This is an optimization exercise on Yosys and OpenROAD, whose aim is small area, a short achievable clock period and few clock cycles, not a production implementation. Only simulation tests tie the RTL to the original design; equivalence was not proved. Power is estimated from default activity; no workload was simulated.

Setup of trial 78:
==> flow/design.v <==
`default_nettype none
package mpu_pkg;
	typedef logic [4-1:0] id_t;
	typedef logic [$clog2(64):0] mpu_address_t;
	typedef logic [$clog2(64)-1:0] mem_index_t;
	typedef enum logic [2:0] {
		IDLE,    
		CHECK,   
		RCVID,   
		LOOKUP,  
		STORE    
	} store_state_t;
endpackage
`default_nettype wire
`default_nettype none
package isa_pkg;
	typedef struct packed {
		logic [5:0]  opcode;
		logic [4:0]  dst;
		logic [4:0]  src1;
		logic [4:0]  src2;
		logic [10:0] imm;
	} instr_t;
	typedef struct packed {
		logic [32-($clog2(64)+1)-1:0] pad;
		logic [$clog2(64):0] length;  
	} length_hdr_t;
	typedef struct packed {
		logic [32-4-1:0] pad;
		logic [4-1:0] id;  
	} id_hdr_t;
	typedef union packed {
		instr_t      instr;
		length_hdr_t length_hdr;
		id_hdr_t     id_hdr;
	} store_word_u;
endpackage
`default_nettype wire
`default_nettype none
module mpu_top (
	input  wire         clock,
	input  wire         reset,
	input  wire         store_req,
	input  wire  [31:0] store_word,
	output logic        store_accept,
	output logic        store_wait,
	output logic        instr_valid,
	output logic [31:0] instr,
	output logic [3:0]  instr_thread_id,
	output logic        instr_last,
	input  wire         instr_ready
);
	localparam int DEPTH = 64;
	localparam int AW    = $clog2(DEPTH);
	localparam int NQ    = 8;
	localparam int SLOTS = DEPTH - 1;
	localparam int QW    = $clog2(NQ);
	logic          st_len;   
	logic          st_id;    
	logic          st_str;   
	logic [AW:0]   len_q;    
	logic [AW:0]   remain;   
	logic [AW:0]   free;     
	logic [QW:0]   nprog;    
	logic          fit_now;
	logic          len_xfer;
	logic          id_xfer;
	logic          w_xfer;
	logic          w_end;
	logic          rel_q;
	logic [AW:0]   rel_len_q;
	assign len_xfer = st_len && store_accept;
	assign id_xfer  = st_id && store_req;
	assign w_xfer   = st_str && store_req;
	assign w_end    = w_xfer && (remain == 1);
	assign fit_now = ({1'b0, store_word[AW:0]} <= {1'b0, free}) && (nprog < NQ);
	always_ff @(posedge clock) begin
		if (reset) begin
			st_len       <= 1'b1;
			st_id        <= 1'b0;
			st_str       <= 1'b0;
			store_accept <= 1'b0;
			store_wait   <= 1'b0;
		end else begin
			if (len_xfer) begin
				st_len <= 1'b0;
				st_id  <= 1'b1;
			end
			if (id_xfer) begin
				st_id  <= 1'b0;
				st_str <= 1'b1;
			end
			if (w_end) begin
				st_str <= 1'b0;
				st_len <= 1'b1;
			end
			if (st_len) begin
				store_accept <= store_accept || (store_req && fit_now);
				store_wait   <= !store_accept && store_req && !fit_now;
			end else begin
				store_accept <= !w_end;
				store_wait   <= 1'b0;
			end
		end
	end
	always_ff @(posedge clock) begin
		if (st_len) begin
			len_q <= store_word[AW:0];
		end
		if (len_xfer) begin
			remain <= len_q;
		end else if (w_xfer) begin
			remain <= remain - 1'b1;
		end
	end
	always_ff @(posedge clock) begin
		if (reset) begin
			free  <= (AW+1)'(DEPTH);
			nprog <= '0;
		end else begin
			free  <= free - (len_xfer ? len_q : '0) + (rel_q ? rel_len_q : '0);
			nprog <= nprog + (QW+1)'(len_xfer) - (QW+1)'(rel_q);
		end
	end
	logic [31:0]   mem   [SLOTS];
	logic          mlast [SLOTS];
	logic [7:0]    wp_h;
	logic [7:0]    wp_l;
	logic [AW:0]   mcnt;   
	logic          mne;    
	logic [3:0]    idq   [NQ];
	logic [QW-1:0] iwp;
	logic [QW-1:0] irp;
	logic          load;
	logic          hs;
	logic [AW:0]   ocnt;   
	logic [AW-1:0] rp;
	logic [SLOTS-1:0] rsel;  
	logic [31:0]   rd_word;
	logic          rd_last;
	always_comb begin
		for (int k = 0; k < SLOTS; k++) begin
			rsel[k] = (rp == k);
		end
	end
	always_comb begin
		rd_word = '0;
		rd_last = 1'b0;
		for (int k = 0; k < SLOTS; k++) begin
			rd_word = rd_word | (mem[k] & {32{rsel[k]}});
			rd_last = rd_last | (mlast[k] & rsel[k]);
		end
	end
	always_ff @(posedge clock) begin
		for (int k = 0; k < SLOTS; k++) begin
			if (st_str && wp_h[k / 8] && wp_l[k % 8]) begin
				mem[k]   <= store_word;
				mlast[k] <= (remain == 1);
			end
		end
		if (st_id) begin
			idq[iwp] <= store_word[3:0];
		end
	end
	logic [QW-1:0] irp_eff;
	assign irp_eff = instr_last ? irp + 1'b1 : irp;
	function automatic logic [15:0] next_slot(input logic [7:0] h, input logic [7:0] l);
		if (h[(SLOTS - 1) / 8] && l[(SLOTS - 1) % 8]) begin
			next_slot = {8'd1, 8'd1};
		end else if (l[7]) begin
			next_slot = {h[6:0], h[7], 8'd1};
		end else begin
			next_slot = {h, l[6:0], 1'b0};
		end
	endfunction
	assign load = mne && (!instr_valid || instr_ready);
	assign hs   = instr_valid && instr_ready;
	always_ff @(posedge clock) begin
		if (reset) begin
			wp_h        <= 8'd1;
			wp_l        <= 8'd1;
			rp          <= '0;
			iwp         <= '0;
			irp         <= '0;
			mcnt        <= '0;
			mne         <= 1'b0;
			instr_valid <= 1'b0;
			ocnt        <= (AW+1)'(1);
			rel_q       <= 1'b0;
		end else begin
			if (w_xfer) begin
				{wp_h, wp_l} <= next_slot(wp_h, wp_l);
			end
			if (id_xfer) begin
				iwp <= iwp + 1'b1;
			end
			if (load) begin
				rp  <= (rp == AW'(SLOTS - 1)) ? '0 : rp + 1'b1;
				irp <= irp_eff;
			end
			mcnt <= mcnt + (AW+1)'(w_xfer) - (AW+1)'(load);
			mne  <= w_xfer || (load ? (mcnt > 1) : mne);
			instr_valid <= load || (instr_valid && !instr_ready);
			if (hs) begin
				ocnt <= instr_last ? (AW+1)'(1) : ocnt + 1'b1;
			end
			rel_q <= hs && instr_last;
		end
	end
	always_ff @(posedge clock) begin
		rel_len_q <= ocnt;
	end
	always_ff @(posedge clock) begin
		if (reset) begin
			instr           <= '0;
			instr_last      <= 1'b0;
			instr_thread_id <= '0;
		end else if (load) begin
			instr           <= rd_word;
			instr_last      <= rd_last;
			instr_thread_id <= idq[irp_eff];
		end
	end
endmodule
`default_nettype wire
make LEC_CHECK=0 ABC_CLOCK_PERIOD_IN_PS=2500 CAP_MARGIN=20 CORE_MARGIN=2 CORE_UTILIZATION=50 CTS_CLUSTER_DIAMETER=100 CTS_CLUSTER_SIZE=27 PLACE_DENSITY=0.7 SETUP_SLACK_MARGIN=4.3 SLEW_MARGIN=20 finish   # period 7.0 ns
run.sh (not shown) runs the stock make flow with config.mk's settings and CLKGATE_MAP_FILE= SYNTH_SCRIPT=/design/flow/synth_recipe.tcl, a recipe that flattens the netlist after the stock synthesis.
Trial 78 closes out successfully: all stages finished, all timing, DRC and antenna checks passed.
Testbench counts of trial 78, summed over its fixed seeds: cycles 13,419.
> inputs changed (trial 78 -> build 44)
-- flow/design.v --
<<< trial 78, line 68
	logic          w_xfer;
	logic          w_end;
	logic          rel_q;
	logic [AW:0]   rel_len_q;
	assign len_xfer = st_len && store_accept;
	assign id_xfer  = st_id && store_req;
>>> build 44, line 68
	logic          w_xfer;
	logic          w_end;
	logic          rel;
	assign len_xfer = st_len && store_accept;
	assign id_xfer  = st_id && store_req;
<<< trial 78, line 105
	end
	always_ff @(posedge clock) begin
		if (st_len) begin
			len_q <= store_word[AW:0];
		end
		if (len_xfer) begin
			remain <= len_q;
>>> build 44, line 104
	end
	always_ff @(posedge clock) begin
		len_q <= store_word[AW:0];
		if (len_xfer) begin
			remain <= len_q;
<<< trial 78, line 119
			nprog <= '0;
		end else begin
			free  <= free - (len_xfer ? len_q : '0) + (rel_q ? rel_len_q : '0);
			nprog <= nprog + (QW+1)'(len_xfer) - (QW+1)'(rel_q);
		end
	end
>>> build 44, line 116
			nprog <= '0;
		end else begin
			free  <= free - (len_xfer ? len_q : '0) + (rel ? ocnt : '0);
			nprog <= nprog + (QW+1)'(len_xfer) - (QW+1)'(rel);
		end
	end
<<< trial 78, line 176
	assign load = mne && (!instr_valid || instr_ready);
	assign hs   = instr_valid && instr_ready;
	always_ff @(posedge clock) begin
		if (reset) begin
>>> build 44, line 173
	assign load = mne && (!instr_valid || instr_ready);
	assign hs   = instr_valid && instr_ready;
	assign rel  = hs && instr_last;
	always_ff @(posedge clock) begin
		if (reset) begin
<<< trial 78, line 187
			instr_valid <= 1'b0;
			ocnt        <= (AW+1)'(1);
			rel_q       <= 1'b0;
		end else begin
			if (w_xfer) begin
>>> build 44, line 185
			instr_valid <= 1'b0;
			ocnt        <= (AW+1)'(1);
		end else begin
			if (w_xfer) begin
<<< trial 78, line 205
				ocnt <= instr_last ? (AW+1)'(1) : ocnt + 1'b1;
			end
			rel_q <= hs && instr_last;
		end
	end
	always_ff @(posedge clock) begin
		rel_len_q <= ocnt;
	end
	always_ff @(posedge clock) begin
>>> build 44, line 202
				ocnt <= instr_last ? (AW+1)'(1) : ocnt + 1'b1;
			end
		end
	end
	always_ff @(posedge clock) begin
### Flow results
Build 44 vs trial 78: non-clock buffer count down in build 44. Summary of build 44 over trial 78: met1 track utilization from global routing lower; internal portion of total power higher. Re register fraction of the total cell area: trial 78 and build 44 aren't equal, and the higher value belongs to build 44. Build 44 vs trial 78: growth of design area from synthesis to finish down. Sort trial 78 and build 44 by reported combinational group power asc -> top: trial 78. Build 44 against trial 78: height of the die comparable; critical path depth now larger; synthesized instance count now smaller; number of vias in the routed layout now smaller. Compared with trial 78, build 44 shows a higher power. Number of cells on the worst hold path: higher on build 44. For post-synthesis adder-cell area fraction, trial 78 and build 44 come out practically identical.
Testbench counts of build 44, summed over its fixed seeds: cycles 13,419.

* * *

Setup of north:
Starts from the design.v that is shown in full above.
==> flow/config.mk <==
export PLATFORM = sky130hd
export DESIGN_NAME = mpu_top
export DESIGN_NICKNAME = mpu_top
export VERILOG_FILES = /design/flow/design.v
export SDC_FILE = /design/flow/constraint.sdc
export NUM_CORES = 4
export LEC_CHECK = 0
export ABC_CLOCK_PERIOD_IN_PS = 2500
export CAP_MARGIN = 20
export CORE_MARGIN = 2
export CORE_UTILIZATION = 50
export CTS_CLUSTER_DIAMETER = 100
export CTS_CLUSTER_SIZE = 24
export SETUP_SLACK_MARGIN = 4.4
export SLEW_MARGIN = 20
==> flow/constraint.sdc <==
create_clock -name core_clock -period 7.0 [get_ports {clock}]
set_input_delay 1.4000 -clock core_clock [delete_from_list [all_inputs] [get_ports {clock}]]
set_output_delay 1.4000 -clock core_clock [all_outputs]
set_load 0.01 [all_outputs]
The final layout from north, which completed every stage, passed the timing, DRC and antenna checks at the end of the flow.
Testbench counts of north, summed over its fixed seeds: cycles 13,419.
[inputs] east vs north
--- a/flow/design.v
+++ b/flow/design.v
@@ -124,8 +124,7 @@
 	end
 	logic [31:0]   mem   [SLOTS];
 	logic          mlast [SLOTS];
-	logic [7:0]    wp_h;
-	logic [7:0]    wp_l;
+	logic [AW-1:0] wp;
 	logic [AW:0]   mcnt;   
 	logic          mne;    
 	logic [3:0]    idq   [NQ];
@@ -152,11 +151,9 @@
 		end
 	end
 	always_ff @(posedge clock) begin
-		for (int k = 0; k < SLOTS; k++) begin
-			if (st_str && wp_h[k / 8] && wp_l[k % 8]) begin
-				mem[k]   <= store_word;
-				mlast[k] <= (remain == 1);
-			end
+		if (st_str) begin
+			mem[wp]   <= store_word;
+			mlast[wp] <= (remain == 1);
 		end
 		if (st_id) begin
 			idq[iwp] <= store_word[3:0];
@@ -164,21 +161,11 @@
 	end
 	logic [QW-1:0] irp_eff;
 	assign irp_eff = instr_last ? irp + 1'b1 : irp;
-	function automatic logic [15:0] next_slot(input logic [7:0] h, input logic [7:0] l);
-		if (h[(SLOTS - 1) / 8] && l[(SLOTS - 1) % 8]) begin
-			next_slot = {8'd1, 8'd1};
-		end else if (l[7]) begin
-			next_slot = {h[6:0], h[7], 8'd1};
-		end else begin
-			next_slot = {h, l[6:0], 1'b0};
-		end
-	endfunction
 	assign load = mne && (!instr_valid || instr_ready);
 	assign hs   = instr_valid && instr_ready;
 	always_ff @(posedge clock) begin
 		if (reset) begin
-			wp_h        <= 8'd1;
-			wp_l        <= 8'd1;
+			wp          <= '0;
 			rp          <= '0;
 			iwp         <= '0;
 			irp         <= '0;
@@ -189,7 +176,7 @@
 			rel_q       <= 1'b0;
 		end else begin
 			if (w_xfer) begin
-				{wp_h, wp_l} <= next_slot(wp_h, wp_l);
+				wp <= (wp == AW'(SLOTS - 1)) ? '0 : wp + 1'b1;
 			end
 			if (id_xfer) begin
 				iwp <= iwp + 1'b1;
==> comparison <==
- Diff east and north: internal portion of total power lower in north
- The lower wire length of the first global-routing pass came out of east.
- Of east and north, the run reporting the higher total power was east.
- On east: final cell count is 38 higher than what north gave.
- east ends up with a sequential fraction of total cell area that is 0.92 points lower than in north.
Testbench counts of east, summed over its fixed seeds: cycles 13,419.

==> afterwards: timing with drivers on the ports <==
How much do the figures lean on ideal ports? The routed layouts below were timed once more, with nothing changed but the port constraints. Step 1: set_driving_cell puts a clkbuf_16 on clock and a buf_2 on each other input, an assumption about the parent block. Step 2 also shifts input and output timing later by t, the mid clock arrival at the registers, as if the neighbouring blocks saw the same clock. Slacks: ideal / step 1 / step 2; pairs: ideal / step 1.
run	t (ns)	slack for setup (ns)	worst slew at a driven data input, ns	cell pins on the clock port's net
trial 78	0.864	4.134 / 4.120 / 3.570	0.28	1
build 44	0.876	4.168 / 4.115 / 3.326	0.25	1
north	0.880	4.139 / 4.050 / 3.453	0.29	1
east	0.873	4.138 / 4.050 / 3.568	0.21	1
After both steps setup and hold are still met in every run listed. The setup slack of build 44, which loses most, moves by -0.053 ns with the drivers and by -0.842 ns with both steps.
